This design comes from an exercise in tuning for small area, a short achievable clock period and few clock cycles on the open sky130 flow, not from production work.
In this exercise RTL edits were held to simulation tests only and were not proved equivalent to the original.
Power and IR drop assume default switching activity.

## main
## cacheTop
module cacheTop #(
	parameter int AddrWidth  = 32,
	parameter int SetBits    = 3,
	parameter int WordBits   = 3,
	parameter int CasLatency = 2
) (
	input  logic                           Clock,
	input  logic                           Reset_L,
	input  logic [AddrWidth-1:0]           cpuAddr,
	input  logic [cachePkg::DataWidth-1:0] cpuWriteData,
	output logic [cachePkg::DataWidth-1:0] cpuReadData,
	input  logic                           as_L,
	input  logic                           uds_L,
	input  logic                           lds_L,
	input  logic                           we_L,
	input  logic                           dramSelectCpu,	 
	output logic                           dtack_L,
	output logic                           dramSelect_L,
	output logic [AddrWidth-1:0]           dramAddr,
	output logic [cachePkg::DataWidth-1:0] dramWriteData,
	output logic                           dramUds_L,
	output logic                           dramLds_L,
	output logic                           dramWe_L,
	output logic                           dramAs_L,
	input  logic [cachePkg::DataWidth-1:0] dramReadData,
	input  logic                           dramDtack_L,
	input  logic                           dramCas_L,
	input  logic                           dramRas_L
);
Size: about 5300 flip-flops, about 140 I/O pins, roughly 150000 um2 of cells after synthesis.
clock: 8.5 ns
lec_check: 0
cap_margin: 20
core_margin: 2
core_utilization: 40
setup_slack_margin: 5
slew_margin: 20
run.sh (not shown) runs the stock make flow with config.mk's settings and CLKGATE_MAP_FILE= SYNTH_SCRIPT=/design/flow/synth_recipe.tcl, a recipe that flattens the netlist after the stock synthesis.
main ran to completion and came out clean on the timing, DRC and antenna checks.
Testbench counts of main, summed over its fixed seeds: cycles 123,485.
What the feature branch does differently from main at the input level:
- setting CTS_CLUSTER_DIAMETER to 50 for the first time
- setting CTS_BUF_LIST to sky130_fd_sc_hd__clkbuf_16 for the first time
- changing CORE_UTILIZATION from 40 to 60
- setting CTS_CLUSTER_SIZE to 25 for the first time
==> results.txt <==
Compared to main, the feature branch has TritonCTS buffer count about 17% lower. The feature branch vs main: post-layout instance area down slightly. Number of non-clock buffers in the layout grows by more than 10% when moving from main to the feature branch. The feature branch against main: total iterations of the first detailed-routing run lower, global-route wire length before repair lower, core utilization higher, final wirelength higher. Compared with main, the feature branch shows area used by multi-input combinational logic that has gone up by a few percent. The feature branch against main: sum of internal, switching and leakage power decreased 2.2 mW; leakage power fell about 0.3%.

* * *

cacheTop again, from the RTL that the note above started with.
// cacheTop
module cacheTop #(
	parameter int AddrWidth  = 32,
	parameter int SetBits    = 3,
	parameter int WordBits   = 3,
	parameter int CasLatency = 2
) (
	input  logic                           Clock,
	input  logic                           Reset_L,
	input  logic [AddrWidth-1:0]           cpuAddr,
	input  logic [cachePkg::DataWidth-1:0] cpuWriteData,
	output logic [cachePkg::DataWidth-1:0] cpuReadData,
	input  logic                           as_L,
	input  logic                           uds_L,
	input  logic                           lds_L,
	input  logic                           we_L,
	input  logic                           dramSelectCpu,	 
	output logic                           dtack_L,
	output logic                           dramSelect_L,
	output logic [AddrWidth-1:0]           dramAddr,
	output logic [cachePkg::DataWidth-1:0] dramWriteData,
	output logic                           dramUds_L,
	output logic                           dramLds_L,
	output logic                           dramWe_L,
	output logic                           dramAs_L,
	input  logic [cachePkg::DataWidth-1:0] dramReadData,
	input  logic                           dramDtack_L,
	input  logic                           dramCas_L,
	input  logic                           dramRas_L
);
	localparam int TagWidth = AddrWidth - SetBits - WordBits - 1;
	logic [cachePkg::NumWays-1:0]   hitWays, invWays;
	logic [cachePkg::WayBits-1:0]   victimWay, allocWay, lruWay;
	logic [SetBits-1:0]             allocSet, invSet, lruSet;
	logic [WordBits-1:0]            stWord;
	logic                           allocEn, lruEn, stLoad, ringWr;
	logic [cachePkg::WayBits-1:0]   ringWay;
	logic [(1<<WordBits)-1:0]       ringWords;
	logic [SetBits-1:0]             phase;
	logic [(1<<SetBits)-1:0]        posSel;
	logic [cachePkg::NumWays-1:0][cachePkg::DataWidth-1:0] rdData;
	logic [cachePkg::DataWidth-1:0] stData;
	cacheSequencer #(
		.AddrWidth(AddrWidth), .SetBits(SetBits),
		.WordBits(WordBits), .CasLatency(CasLatency)
	) seq0 (.*);
	tagStore #(.SetBits(SetBits), .TagWidth(TagWidth)) tags0 (
  ...
export LEC_CHECK = 0
export CAP_MARGIN = 20
export CORE_MARGIN = 2
export CORE_UTILIZATION = 70
export CTS_BUF_LIST = sky130_fd_sc_hd__clkbuf_16
export CTS_CLUSTER_DIAMETER = 50
export CTS_CLUSTER_SIZE = 25
export SETUP_SLACK_MARGIN = 5
export SLEW_MARGIN = 20
create_clock -name core_clock -period 8.5 [get_ports {Clock}]
Testbench counts at the start, summed over its fixed seeds: cycles 123,485.
Next try:
- CORE_UTILIZATION: 70 -> 40
- CTS_CLUSTER_DIAMETER: 50 -> 60
- CTS_CLUSTER_SIZE: 25 -> 30
Outcome:
- The changed run produced a clean layout
- via count is lower by 4.3%
- critical path depth is lower by 2
- area after synthesis is unchanged
- wire length is higher by 1.2%
- die area is higher by 74%
- setup slack is worse by 0.0075 ns
- cell count is higher by 14%

* * *

cacheTop, a different RTL version from the one above (not shown whole).
For scale: roughly 5,300 flip-flops, ~140 I/O pins, about 150,000 um^2 of cells after synthesis.
clock: 8.5 ns
lec_check: 0
cap_margin: 20
core_margin: 2
core_utilization: 50
cts_buf_list: sky130_fd_sc_hd__clkbuf_16
cts_cluster_diameter: 60
cts_cluster_size: 28
setup_slack_margin: 5
slew_margin: 20
Testbench counts at the start, summed over its fixed seeds: cycles 123,485.
Rerun with:
- CORE_UTILIZATION: 50 -> 40
- CTS_CLUSTER_SIZE: 28 -> 30
Routed wire length climbs by 2.3%; core utilization fell by 10 points; first-iteration DRC count grows by about 8%; total power goes up by 4.7%; synthesized area does not change.
Rerun with:
- CORE_UTILIZATION: 40 -> 50
After rerunning: The new run finished with timing, DRC and antenna clean. Cell area drops by 2.6%. Synthesized area does not change. Sequential share of layout area climbs by 1.6 points. Clock skew drops by 0.038 ns. Sequential cell count is unchanged. Routed wire length drops by about 3%. First-iteration DRC count drops by 7.1%. Final cell count drops by about 7%. Count of clock-buffer cells in the layout drops by 36. Power drops by 4.0%. Core utilization climbs by 10 points.

* * *

cacheTop, a different RTL version from the one above (not shown whole).
Size in the first run: roughly 11,000 cells after synthesis, ~5,300 flip-flops, ~140 I/O pins, ~150,000 µm² of cells after synthesis.
## cacheTop
module cacheTop #(
	parameter int AddrWidth  = 32,
	parameter int SetBits    = 3,
	parameter int WordBits   = 3,
	parameter int CasLatency = 2
) (
	input  logic                           Clock,
	input  logic                           Reset_L,
	input  logic [AddrWidth-1:0]           cpuAddr,
	input  logic [cachePkg::DataWidth-1:0] cpuWriteData,
	output logic [cachePkg::DataWidth-1:0] cpuReadData,
	input  logic                           as_L,
	input  logic                           uds_L,
	input  logic                           lds_L,
	input  logic                           we_L,
	input  logic                           dramSelectCpu,	 
	output logic                           dtack_L,
	output logic                           dramSelect_L,
	output logic [AddrWidth-1:0]           dramAddr,
	output logic [cachePkg::DataWidth-1:0] dramWriteData,
	output logic                           dramUds_L,
	output logic                           dramLds_L,
  ...
==> flow/config.mk <==
export PLATFORM = sky130hd
export DESIGN_NAME = cacheTop
export DESIGN_NICKNAME = cacheTop
export VERILOG_FILES = /design/flow/design.v
export SDC_FILE = /design/flow/constraint.sdc
export NUM_CORES = 4
export LEC_CHECK = 0
export CAP_MARGIN = 20
export CORE_MARGIN = 2
export CORE_UTILIZATION = 50
export CTS_BUF_LIST = sky130_fd_sc_hd__clkbuf_16
export CTS_CLUSTER_DIAMETER = 60
export CTS_CLUSTER_SIZE = 28
export SETUP_SLACK_MARGIN = 5
export SLEW_MARGIN = 20
==> flow/constraint.sdc <==
create_clock -name core_clock -period 8.5 [get_ports {Clock}]
set_input_delay 1.7000 -clock core_clock [delete_from_list [all_inputs] [get_ports {Clock}]]
set_output_delay 1.7000 -clock core_clock [all_outputs]
set_load 0.01 [all_outputs]
Testbench counts at the start, summed over its fixed seeds: cycles 123,485.
Then changed:
Settings changed: CORE_UTILIZATION 50 to 60, CTS_CLUSTER_DIAMETER 60 to 50, CTS_CLUSTER_SIZE 28 to 25.
After rerunning: Sequential share of layout area fell by 2.1 points; routed wire length rose by 5.9%; via count rose by 3.8%; die area fell by 17%; global-route usage rose by 8.0 points.
Then changed:
Settings changed: CORE_UTILIZATION 60 to 40, CTS_CLUSTER_DIAMETER 50 to 60, CTS_CLUSTER_SIZE 25 to 30.
- fmax is about the same
- sequential power stays flat
- die area is higher by 50%
- setup slack loses 11 ps
- clock power shrinks by about 9%
- synthesized area stays the same
- total power falls by about 4%
- register-to-register slack gets better by 110 ps
- synthesized cell count stays the same

==> static timing again, ports no longer ideal <==
Ports are ideal in the flow. The routed layouts listed here were re-timed in OpenROAD.
Step 1 sets driving cells, clkbuf_16 on the clock port and buf_2 on the other inputs (assumed; they add their load-dependent delay and slew).
Step 2, shift: input delay + t, output delay - t, t = (earliest + latest rising clock arrival at the registers) / 2. This alone moves slack from input paths to output paths.
a / b / c = ideal ports / drivers / drivers and shift; a / b = the first two.
run | shift t [ns] | setup slack, ns | hold slack, ns | pins driven straight from the clock port
main | 1.115 | 4.577 / 4.535 / 3.419 | 0.283 / 0.283 / 0.283 | 1
the feature branch | 1.093 | 4.707 / 4.465 / 3.372 | 0.307 / 0.307 / 0.307 | 1
the first run of note 2 | 1.083 | 4.665 / 4.377 / 3.294 | 0.320 / 0.320 / 0.320 | 1
the second run of note 2 | 1.083 | 4.657 / 4.610 / 3.527 | 0.266 / 0.266 / 0.266 | 1
the first run of note 3 | 1.054 | 4.785 / 4.623 / 3.569 | 0.323 / 0.323 / 0.323 | 1
the second run of note 3 | 1.081 | 4.859 / 4.775 / 3.694 | 0.280 / 0.280 / 0.280 | 1
the third run of note 3 | 1.042 | 4.738 / 4.606 / 3.565 | 0.316 / 0.316 / 0.316 | 1
the first run of note 4 | 1.040 | 4.736 / 4.754 / 3.713 | 0.307 / 0.307 / 0.307 | 1
the second run of note 4 | 1.075 | 4.795 / 4.711 / 3.636 | 0.300 / 0.300 / 0.300 | 1
the third run of note 4 | 1.096 | 4.784 / 4.795 / 3.699 | 0.278 / 0.278 / 0.278 | 1
After both steps every run listed still meets setup and hold. For the first run of note 2, which loses most, drivers alone change the setup slack by -0.288 ns; drivers and shift together by -1.371 ns.
